Source: an optimization exercise on an open RTL-to-GDS flow (aim: small area). Production flows keep margins and buffers that such runs may drop. Function was checked by simulation only, so behaviour that the tests miss may differ from the original. Power is estimated from default activity; no workload was simulated. The flow treats the clock pin as an ideal source, which a real chip does not have.

Setup of 06-24:
==> flow/design.v (excerpt) <==
module tile_pixel_encoder #(
    parameter int TILE_W = 20,
    parameter int TILE_H = 20,
    parameter int DEPTH  = TILE_W * TILE_H,
    parameter int ADDR_W = 9,
    parameter int IDX_W  = 4
) (
    input  logic              Clk,
    input  logic              Reset,
    input  logic              start,
    input  logic              pix_valid,
    input  logic [23:0]       pix_color,
    output logic              pix_ready,
    input  logic [ADDR_W-1:0] read_address,
    output logic [IDX_W-1:0]  output_index,
    output logic              busy,
    output logic              done,
    output logic              err,
    output logic [ADDR_W-1:0] err_addr
);
Size in the first run: about 2800 cells after synthesis, roughly 1400 flip-flops, about 54 I/O pins, about 50000 um2 of cells after synthesis.
==> flow/config.mk <==
export PLATFORM = sky130hd
export DESIGN_NAME = tile_pixel_encoder
export DESIGN_NICKNAME = tile_pixel_encoder
export VERILOG_FILES = /design/flow/design.v
export SDC_FILE = /design/flow/constraint.sdc
export NUM_CORES = 4
export LEC_CHECK = 0
export CAP_MARGIN = 20
export CORE_MARGIN = 2
export CORE_UTILIZATION = 70
export CTS_BUF_LIST = sky130_fd_sc_hd__clkbuf_16
export CTS_CLUSTER_DIAMETER = 60
export CTS_CLUSTER_SIZE = 24
export SLEW_MARGIN = 20
export SYNTH_HIERARCHICAL = 1
export SYNTH_MINIMUM_KEEP_SIZE = 0
==> flow/constraint.sdc <==
create_clock -name core_clock -period 5.0 [get_ports {Clk}]
set_input_delay 1.0000 -clock core_clock [delete_from_list [all_inputs] [get_ports {Clk}]]
set_output_delay 1.0000 -clock core_clock [all_outputs]
set_load 0.01 [all_outputs]
standard.sh (not shown) runs the stock make flow with config.mk's settings and CLKGATE_MAP_FILE= SYNTH_SCRIPT=/design/flow/synth_recipe.tcl, a recipe that flattens the netlist after the stock synthesis.
==> flow/flow/run.sh <==
#!/bin/bash
# Standard layout, with plain buffers on the ports and no dummy clock loads.
set -euo pipefail
export BUFFER_PORTS_ARGS="-buffer_cell sky130_fd_sc_hd__buf_2"
export CTS_ARGS="-sink_clustering_enable -repair_clock_nets -dont_use_dummy_load -sink_clustering_size 24 -sink_clustering_max_diameter 60 -buf_list sky130_fd_sc_hd__clkbuf_16"
bash standard.sh > standard.log 2>&1
06-24 | stages: all done | timing, DRC, antenna: all pass
Edits applied to the flow inputs when going from 06-24 to 03-13:
Settings: swapping 24 for 32 in CTS_CLUSTER_SIZE; swapping 60 for 90 in CTS_CLUSTER_DIAMETER.
==> flow/flow/run.sh <==
#!/bin/bash
# Standard layout, with plain buffers on the ports and no dummy clock loads.
set -euo pipefail
export BUFFER_PORTS_ARGS="-buffer_cell sky130_fd_sc_hd__buf_2"
export CTS_ARGS="-sink_clustering_enable -repair_clock_nets -dont_use_dummy_load -sink_clustering_size 32 -sink_clustering_max_diameter 90 -buf_list sky130_fd_sc_hd__clkbuf_16"
bash standard.sh > standard.log 2>&1
Results
03-13 against 06-24; number of vias after detailed routing is down slightly.
Comparing routed length per instance for 03-13 and 06-24, the smaller number came from 03-13.
Comparing the two runs side by side, 03-13 comes out ahead of 06-24 on flop-to-flop setup slack.
A worst setup path startpoint of read_address[7] is what 06-24 shows, while read_address[4] belongs to 03-13.
Between 06-24 and 03-13, part of the cycle the worst path needs decreased.
Comparing count of clock-net buffers in the final layout for 03-13 and 06-24, the bigger number came from 06-24.

Another version of the RTL of tile_pixel_encoder (not shown whole).
For scale: ~3,000 cells after synthesis, about 1,400 flip-flops, about 54 I/O pins, about 41,000 um2 of cells after synthesis.
Settings: LEC_CHECK=0, CAP_MARGIN=0, CORE_MARGIN=2, CORE_UTILIZATION=70, CTS_BUF_LIST=sky130_fd_sc_hd__clkbuf_16, CTS_CLUSTER_DIAMETER=80, CTS_CLUSTER_SIZE=28, SETUP_SLACK_MARGIN=0.1, SLEW_MARGIN=0, SYNTH_HIERARCHICAL=1, SYNTH_MINIMUM_KEEP_SIZE=0; clock period 5.0 ns.
==> flow/flow/run.sh <==
#!/bin/bash
# Standard layout, with plain buffers on the ports and no dummy clock loads.
set -euo pipefail
export BUFFER_PORTS_ARGS="-buffer_cell sky130_fd_sc_hd__buf_1"
export CTS_ARGS="-sink_clustering_enable -repair_clock_nets -dont_use_dummy_load -sink_clustering_size 28 -sink_clustering_max_diameter 80 -buf_list sky130_fd_sc_hd__clkbuf_16"
bash standard.sh > standard.log 2>&1
Next try:
--- a/flow/config.mk
+++ b/flow/config.mk
@@ -8 +8 @@
-export CAP_MARGIN = 0
+export CAP_MARGIN = 20
@@ -15 +15 @@
-export SLEW_MARGIN = 0
+export SLEW_MARGIN = 20
After rerunning: The new run finished with timing, DRC and antenna clean. Cell count hardly moves. Worst setup slack gains 100 ps. Sequential power hardly moves. Final area is about the same. Synthesized area stays the same. Utilization rises by 0.13 points. Die area does not change. Critical path depth is unchanged.

== rev 12 ==
tile_pixel_encoder again, from the RTL that the note above started with.
export LEC_CHECK = 0
export CAP_MARGIN = 20
export CORE_MARGIN = 2
export CORE_UTILIZATION = 70
export CTS_BUF_LIST = sky130_fd_sc_hd__clkbuf_16
export CTS_CLUSTER_DIAMETER = 90
export CTS_CLUSTER_SIZE = 32
export SETUP_SLACK_MARGIN = 0.1
export SLEW_MARGIN = 20
export SYNTH_HIERARCHICAL = 1
export SYNTH_MINIMUM_KEEP_SIZE = 0
create_clock -name core_clock -period 5.0 [get_ports {Clk}]
==> flow/flow/run.sh <==
#!/bin/bash
# Standard layout, with plain buffers on the ports and no dummy clock loads.
set -euo pipefail
export BUFFER_PORTS_ARGS="-buffer_cell sky130_fd_sc_hd__buf_1"
export CTS_ARGS="-sink_clustering_enable -repair_clock_nets -dont_use_dummy_load -sink_clustering_size 32 -sink_clustering_max_diameter 90 -buf_list sky130_fd_sc_hd__clkbuf_16"
bash standard.sh > standard.log 2>&1
Here is what was changed in the inputs of rev 13 compared with rev 12.
- CAP_MARGIN now 0, was 20
- SLEW_MARGIN now 0, was 20
### Flow results
- Between rev 12 and rev 13, the overall power after layout does not differ in any meaningful way.
- Final standard cell count with taps included and fillers excluded across rev 12 and rev 13: no real change.
- Rev 13 against rev 12: register share of total power about even; XOR/XNOR share of the synthesized area about even; post-route cell area about even; clock power share about even; overall routing resource usage about even.
- Multi-input combinational cell area, rev 12 and rev 13, lower one = rev 13.
- There was hardly any difference in worst setup slack between rev 12 and rev 13.

## afterwards: timing with drivers on the ports
The flow's constraints put no driver on any port. The routed layouts listed below were extracted and timed again, unchanged, in two steps.
Step 1 sets driving cells, clkbuf_16 on the clock port and buf_2 on the other inputs (assumed; they add their load-dependent delay and slew).
Step 2 times the ports against the registers' clock, not the clock port: input delays grow and output delays shrink by t, the midpoint of the rising clock arrivals with the driver on.
Slacks: no drivers / after step 1 / after step 2; pairs: no drivers / after step 1.
run | t, ns | slack for setup (ns) | latest minus earliest clock arrival (ns) | cell pins on the clock port's net
06-24 | 0.689 | 0.540 / 0.568 / -0.121 | 0.065 / 0.065 | 1
03-13 | 0.711 | 0.559 / 0.577 / -0.134 | 0.067 / 0.067 | 1
the first run of note 2 | 0.691 | 0.223 / 0.254 / -0.437 | 0.074 / 0.075 | 1
the second run of note 2 | 0.705 | 0.324 / 0.334 / -0.339 | 0.068 / 0.069 | 1
rev 12 | 0.689 | 0.298 / 0.331 / -0.348 | 0.049 / 0.049 | 1
rev 13 | 0.687 | 0.299 / 0.332 / -0.355 | 0.058 / 0.058 | 1
With both steps, setup timing fails in every run listed, where it was met with ideal ports. For 03-13, which loses most, drivers alone change the setup slack by +0.018 ns; drivers and shift together by -0.693 ns.
